This is an optimization exercise on Yosys and OpenROAD, whose aim is small area, a short achievable clock period and few clock cycles per item, not a production implementation.
At most, simulation tests tie the RTL to the original design; equivalence was not proved.

==> module psg_seq, before the edit <==
module psg_seq (
    input  logic        i_clk,
    input  logic        i_rst_n,
    input  logic        i_valid,
    input  logic [63:0] i_item,
    input  logic [2:0]  i_deg,       
    input  logic [4:0]  i_n,
    input  logic        i_take,      
    input  logic        i_bvalid_n,  
    output logic        o_full,
    output logic        o_ready,     
    output logic        o_done,
    output logic [4:0]  o_n,
    output logic [63:0] o_tab        
);
    logic        r_full;
    logic        r_ready;
    logic        r_done;
    logic        r_ph;               
    logic [2:0]  r_steps;
    logic [7:2]  r_live;             
    logic [4:0]  r_n;
    logic [7:0]  r_d0;
    logic [7:1][7:0]  r_d;
    logic [7:2][11:0] r_v;
    logic [7:2][11:0] n_v;
    logic [7:1][7:0]  n_d;
    logic [7:2][7:0]  m_d;           
    logic [7:2]       we;            
    logic [7:0]       coef;          
    logic [8:0]       s1;
    assign o_full  = r_full;
    assign o_ready = r_ready;
    assign o_done  = r_done;
    assign o_n     = r_n;
    assign o_tab   = {m_d, r_d[1], r_d0};
    always_comb begin
        for (int j = 2; j < 8; j++) m_d[j] = r_live[j] ? r_d[j] : 8'd0;
        we[2] = 1'b1;
        for (int j = 3; j < 8; j++) we[j] = r_live[j-1];
        coef = 8'd0;
        for (int j = 2; j < 8; j++) if (we[j] && !r_live[j]) coef = r_d[j];
    end
    assign s1 = 9'(r_d[1]) + 9'(r_d0);
    psg_red2 u_red1 (.i_a(s1), .o_s(n_d[1]));
    psg_mulj #(.J(2)) u_mul2 (.i_a(m_d[2]), .i_b(r_d[1]), .o_v(n_v[2]));
    generate
        for (genvar j = 3; j < 7; j++) begin : g_mul
            psg_mulj #(.J(j)) u_mul (.i_a(m_d[j]), .i_b(r_d[j-1]), .o_v(n_v[j]));
        end
        for (genvar j = 2; j < 8; j++) begin : g_fold
            psg_fold u_fold (.i_v(r_v[j]), .o_s(n_d[j]));
        end
    endgenerate
    psg_mulj #(.J(7)) u_mul7 (.i_a(8'd0), .i_b(r_d[6]), .o_v(n_v[7]));
    logic full_n;
    logic done_n;
    always_comb begin
        full_n = r_full;
        done_n = r_done;
        if (r_ready) begin
            full_n = i_valid;
            done_n = i_valid && (i_deg <= 3'd1);
        end else if (i_take) begin
            full_n = 1'b0;
            done_n = 1'b0;
        end else if (r_steps != 3'd0 && r_ph) begin
            done_n = (r_steps == 3'd1);
        end
    end
    always_ff @(posedge i_clk) begin
        if (!i_rst_n) begin
            r_full  <= 1'b0;
            r_ready <= 1'b1;
            r_done  <= 1'b0;
        end else begin
            r_full  <= full_n;
            r_done  <= done_n;
            r_ready <= !full_n || (done_n && !i_bvalid_n);
        end
    end
    always_ff @(posedge i_clk) begin
        if (r_ready) begin
            r_v     <= '0;
            r_v[2]  <= {3'b0, i_item[63:56], 1'b0};
        end else begin
            r_v     <= n_v;
        end
        if (r_ready) begin
            r_ph    <= 1'b1;
            r_live  <= '0;
            r_steps <= (i_deg == 3'd0) ? 3'd0 : i_deg - 3'd1;
            r_n     <= i_n;
            r_d0    <= (i_deg == 3'd0) ? i_item[63:56] : i_item[55:48];
            r_d[1]  <= (i_deg == 3'd0) ? 8'd0 : i_item[63:56];
            for (int j = 2; j < 8; j++) r_d[j] <= i_item[(7-j)*8 +: 8];
        end else if (r_steps != 3'd0) begin
            r_ph <= !r_ph;
            if (r_ph) begin
                r_steps <= r_steps - 3'd1;
                r_live  <= {r_live[6:2], 1'b1};
                r_d0    <= coef;
                r_d[1]  <= n_d[1];
                for (int j = 2; j < 8; j++) if (we[j]) r_d[j] <= n_d[j];
            end
        end
    end
endmodule
==> module polynomial_share_generator_mod251, before the edit <==
module polynomial_share_generator_mod251 (
    input  logic        i_clk,
    input  logic        i_rst_n,
    input  logic        i_cfg_we,
    input  logic [0:0]  i_cfg_idx,
    input  logic [4:0]  i_cfg_data,
    input  logic        i_valid,
    output logic        o_ready,
    input  logic [63:0] i_item,
    output logic        o_valid,
    input  logic        i_ready,
    output logic [13:0] o_item
);
    logic [3:0]  r_threshold;
    logic [4:0]  r_share_count;
    logic [2:0]  deg;
    logic [4:0]  cnt;
    logic        a_full;
    logic        a_done;
    logic [4:0]  a_n;
    logic [63:0] a_tab;
    logic        load;
    logic        r_valid;
    logic        valid_n;
    always_ff @(posedge i_clk) begin
        if (!i_rst_n) begin
            r_threshold   <= 4'd2;
            r_share_count <= 5'd4;
        end else if (i_cfg_we) begin
            if (i_cfg_idx == 1'b0) begin
                r_threshold   <= i_cfg_data[3:0];
            end else begin
                r_share_count <= i_cfg_data;
            end
        end
    end
    always_comb begin
        if (r_threshold == 4'd0)     deg = 3'd0;
        else if (r_threshold > 4'd8) deg = 3'd7;
        else                         deg = 3'(r_threshold - 4'd1);
        if (r_share_count == 5'd0)       cnt = 5'd1;
        else if (r_share_count > 5'd16)  cnt = 5'd16;
        else                             cnt = r_share_count;
    end
    psg_seq u_seq (
        .i_clk    (i_clk),
        .i_rst_n  (i_rst_n),
        .i_valid  (i_valid),
        .i_item   (i_item),
        .i_deg    (deg),
        .i_n      (cnt),
        .i_take   (load),
        .i_bvalid_n (valid_n),
        .o_full   (a_full),
        .o_ready  (o_ready),
        .o_done   (a_done),
        .o_n      (a_n),
        .o_tab    (a_tab)
    );
    logic        r_last;
    logic [4:0]  r_x;
    logic [4:0]  r_n;
    logic [7:0]  r_out;
    logic [7:1][7:0] r_r;
        logic [6:1][7:0] st_r;
    logic [7:0]  ld_out;
    logic [7:0]  st_out;
    logic        step;
    logic        sel_load;
    logic        en;
    assign valid_n = load || (r_valid && !(i_ready && r_last));
    assign sel_load = a_done && (!r_valid || r_last);
    assign load = sel_load && (!r_valid || i_ready);
    assign step = r_valid && i_ready && !r_last;
    assign en   = load || step;
    generate
        for (genvar j = 1; j < 7; j++) begin : g_add
            psg_add2 u_add (.i_a(r_r[j]), .i_b(r_r[j+1]), .o_s(st_r[j]));
        end
    endgenerate
    psg_add3 u_out_ld (.i_a({1'b0, a_tab[7:0]}), .i_b({1'b0, a_tab[15:8]}), .i_c(9'd0), .o_s(ld_out));
    psg_add3 u_out_st (.i_a({1'b0, r_out}), .i_b({1'b0, r_r[1]}), .i_c({1'b0, r_r[2]}), .o_s(st_out));
    always_ff @(posedge i_clk) begin
        if (!i_rst_n) begin
            r_valid <= 1'b0;
        end else begin
            r_valid <= valid_n;
        end
    end
    always_ff @(posedge i_clk) begin
        if (en) begin
            r_x    <= sel_load ? 5'd1 : r_x + 5'd1;
            r_n    <= sel_load ? a_n : r_n;
            r_last <= sel_load ? (a_n == 5'd1) : (r_x + 5'd1 == r_n);
            r_out  <= sel_load ? ld_out : st_out;
            r_r    <= sel_load ? a_tab[63:8] : {r_r[7], st_r};
        end
    end
    assign o_valid = r_valid;
    assign o_item  = {r_x, r_out, r_last};
endmodule
Settings: LEC_CHECK=0, CAP_MARGIN=20, CORE_MARGIN=2, CORE_UTILIZATION=40, SLEW_MARGIN=20; clock period 11.0 ns.
standard.sh (not shown) runs the stock make flow with config.mk's settings and CLKGATE_MAP_FILE= SYNTH_SCRIPT=/design/flow/synth_recipe.tcl, a recipe that flattens the netlist after the stock synthesis.
==> flow/flow/run.sh <==
#!/bin/bash
# Standard layout, with timing repair asked to leave 7.5 ns of setup slack at the design's
# clock period (the standard flow stops repairing once the design meets the period).
set -euo pipefail
bash standard.sh SETUP_SLACK_MARGIN=7.5 finish > flow_standard.log 2>&1
Testbench counts at the start, summed over its fixed seeds: cycles 13,393, shares 13,040.
Change:
--- a/flow/design.v
+++ b/flow/design.v
@@ -79,11 +79,10 @@
     input  logic        i_valid,
     input  logic [63:0] i_item,
     input  logic [2:0]  i_deg,       
     input  logic [4:0]  i_n,
     input  logic        i_take,      
-    input  logic        i_bvalid_n,  
     output logic        o_full,
     output logic        o_ready,     
     output logic        o_done,
     output logic [4:0]  o_n,
     output logic [63:0] o_tab        
@@ -126,52 +125,40 @@
         for (genvar j = 2; j < 8; j++) begin : g_fold
             psg_fold u_fold (.i_v(r_v[j]), .o_s(n_d[j]));
         end
     endgenerate
     psg_mulj #(.J(7)) u_mul7 (.i_a(8'd0), .i_b(r_d[6]), .o_v(n_v[7]));
-    logic full_n;
-    logic done_n;
-    always_comb begin
-        full_n = r_full;
-        done_n = r_done;
-        if (r_ready) begin
-            full_n = i_valid;
-            done_n = i_valid && (i_deg <= 3'd1);
-        end else if (i_take) begin
-            full_n = 1'b0;
-            done_n = 1'b0;
-        end else if (r_steps != 3'd0 && r_ph) begin
-            done_n = (r_steps == 3'd1);
-        end
-    end
     always_ff @(posedge i_clk) begin
         if (!i_rst_n) begin
             r_full  <= 1'b0;
             r_ready <= 1'b1;
             r_done  <= 1'b0;
-        end else begin
-            r_full  <= full_n;
-            r_done  <= done_n;
-            r_ready <= !full_n || (done_n && !i_bvalid_n);
-        end
-    end
-    always_ff @(posedge i_clk) begin
-        if (r_ready) begin
+        end else if (!r_full) begin
+            r_full  <= i_valid;
+            r_ready <= !i_valid;
+            r_done  <= i_valid && (i_deg <= 3'd1);
+        end else if (i_take) begin
+            r_full  <= 1'b0;
+            r_ready <= 1'b1;
+            r_done  <= 1'b0;
+        end else if (r_steps != 3'd0 && r_ph) begin
+            r_done <= (r_steps == 3'd1);
+        end
+    end
+    always_ff @(posedge i_clk) begin
+        if (!r_full) begin
             r_v     <= '0;
             r_v[2]  <= {3'b0, i_item[63:56], 1'b0};
-        end else begin
-            r_v     <= n_v;
-        end
-        if (r_ready) begin
             r_ph    <= 1'b1;
             r_live  <= '0;
             r_steps <= (i_deg == 3'd0) ? 3'd0 : i_deg - 3'd1;
             r_n     <= i_n;
             r_d0    <= (i_deg == 3'd0) ? i_item[63:56] : i_item[55:48];
             r_d[1]  <= (i_deg == 3'd0) ? 8'd0 : i_item[63:56];
             for (int j = 2; j < 8; j++) r_d[j] <= i_item[(7-j)*8 +: 8];
         end else if (r_steps != 3'd0) begin
+            r_v  <= n_v;
             r_ph <= !r_ph;
             if (r_ph) begin
                 r_steps <= r_steps - 3'd1;
                 r_live  <= {r_live[6:2], 1'b1};
                 r_d0    <= coef;
@@ -201,12 +188,10 @@
     logic        a_full;
     logic        a_done;
     logic [4:0]  a_n;
     logic [63:0] a_tab;
     logic        load;
-    logic        r_valid;
-    logic        valid_n;
     always_ff @(posedge i_clk) begin
         if (!i_rst_n) begin
             r_threshold   <= 4'd2;
             r_share_count <= 5'd4;
         end else if (i_cfg_we) begin
@@ -231,17 +216,17 @@
         .i_valid  (i_valid),
         .i_item   (i_item),
         .i_deg    (deg),
         .i_n      (cnt),
         .i_take   (load),
-        .i_bvalid_n (valid_n),
         .o_full   (a_full),
         .o_ready  (o_ready),
         .o_done   (a_done),
         .o_n      (a_n),
         .o_tab    (a_tab)
     );
+    logic        r_valid;
     logic        r_last;
     logic [4:0]  r_x;
     logic [4:0]  r_n;
     logic [7:0]  r_out;
     logic [7:1][7:0] r_r;
@@ -249,11 +234,10 @@
     logic [7:0]  ld_out;
     logic [7:0]  st_out;
     logic        step;
     logic        sel_load;
     logic        en;
-    assign valid_n = load || (r_valid && !(i_ready && r_last));
     assign sel_load = a_done && (!r_valid || r_last);
     assign load = sel_load && (!r_valid || i_ready);
     assign step = r_valid && i_ready && !r_last;
     assign en   = load || step;
     generate
@@ -264,12 +248,14 @@
     psg_add3 u_out_ld (.i_a({1'b0, a_tab[7:0]}), .i_b({1'b0, a_tab[15:8]}), .i_c(9'd0), .o_s(ld_out));
     psg_add3 u_out_st (.i_a({1'b0, r_out}), .i_b({1'b0, r_r[1]}), .i_c({1'b0, r_r[2]}), .o_s(st_out));
     always_ff @(posedge i_clk) begin
         if (!i_rst_n) begin
             r_valid <= 1'b0;
-        end else begin
-            r_valid <= valid_n;
+        end else if (load) begin
+            r_valid <= 1'b1;
+        end else if (i_ready) begin
+            if (r_last) r_valid <= 1'b0;
         end
     end
     always_ff @(posedge i_clk) begin
         if (en) begin
             r_x    <= sel_load ? 5'd1 : r_x + 5'd1;
Result: The new run finished with timing, DRC and antenna clean. Count of clock-buffer cells in the layout rises by 1. Synthesized cell count rises by a few percent. Global-route usage falls by 0.12 points. Core utilization hardly moves. Setup slack degrades by 0.33 ns. Critical path depth rises by 4. Non-clock buffer count falls by 10. Wire length rises by a few percent. Maximum frequency falls by a little under a tenth.
No functional check of the RTL was part of the second run of this note.

==> re-timing with driven ports <==
The flow's constraints put no driver on any port. The routed layouts listed below were extracted and timed again, unchanged, in two steps.
Step 1: set_driving_cell puts a clkbuf_16 on i_clk and a buf_2 on each other input, an assumption about the parent block.
Step 2 also shifts input and output timing later by t, the mid clock arrival at the registers, as if the neighbouring blocks saw the same clock.
Slacks: ideal ports / drivers / drivers and shift; pairs: ideal ports / drivers.
run	t, ns	setup WS [ns]	clock arrival spread, ns	worst register clock-pin slew, ns
the first run	0.629	7.374 / 7.360 / 7.101	0.038 / 0.038	0.06 / 0.06
the second run	0.624	7.046 / 7.046 / 7.046	0.031 / 0.030	0.06 / 0.06
After both steps setup and hold are still met in every run listed. For the first run, which loses most, drivers alone change the setup slack by -0.014 ns; drivers and shift together by -0.273 ns.
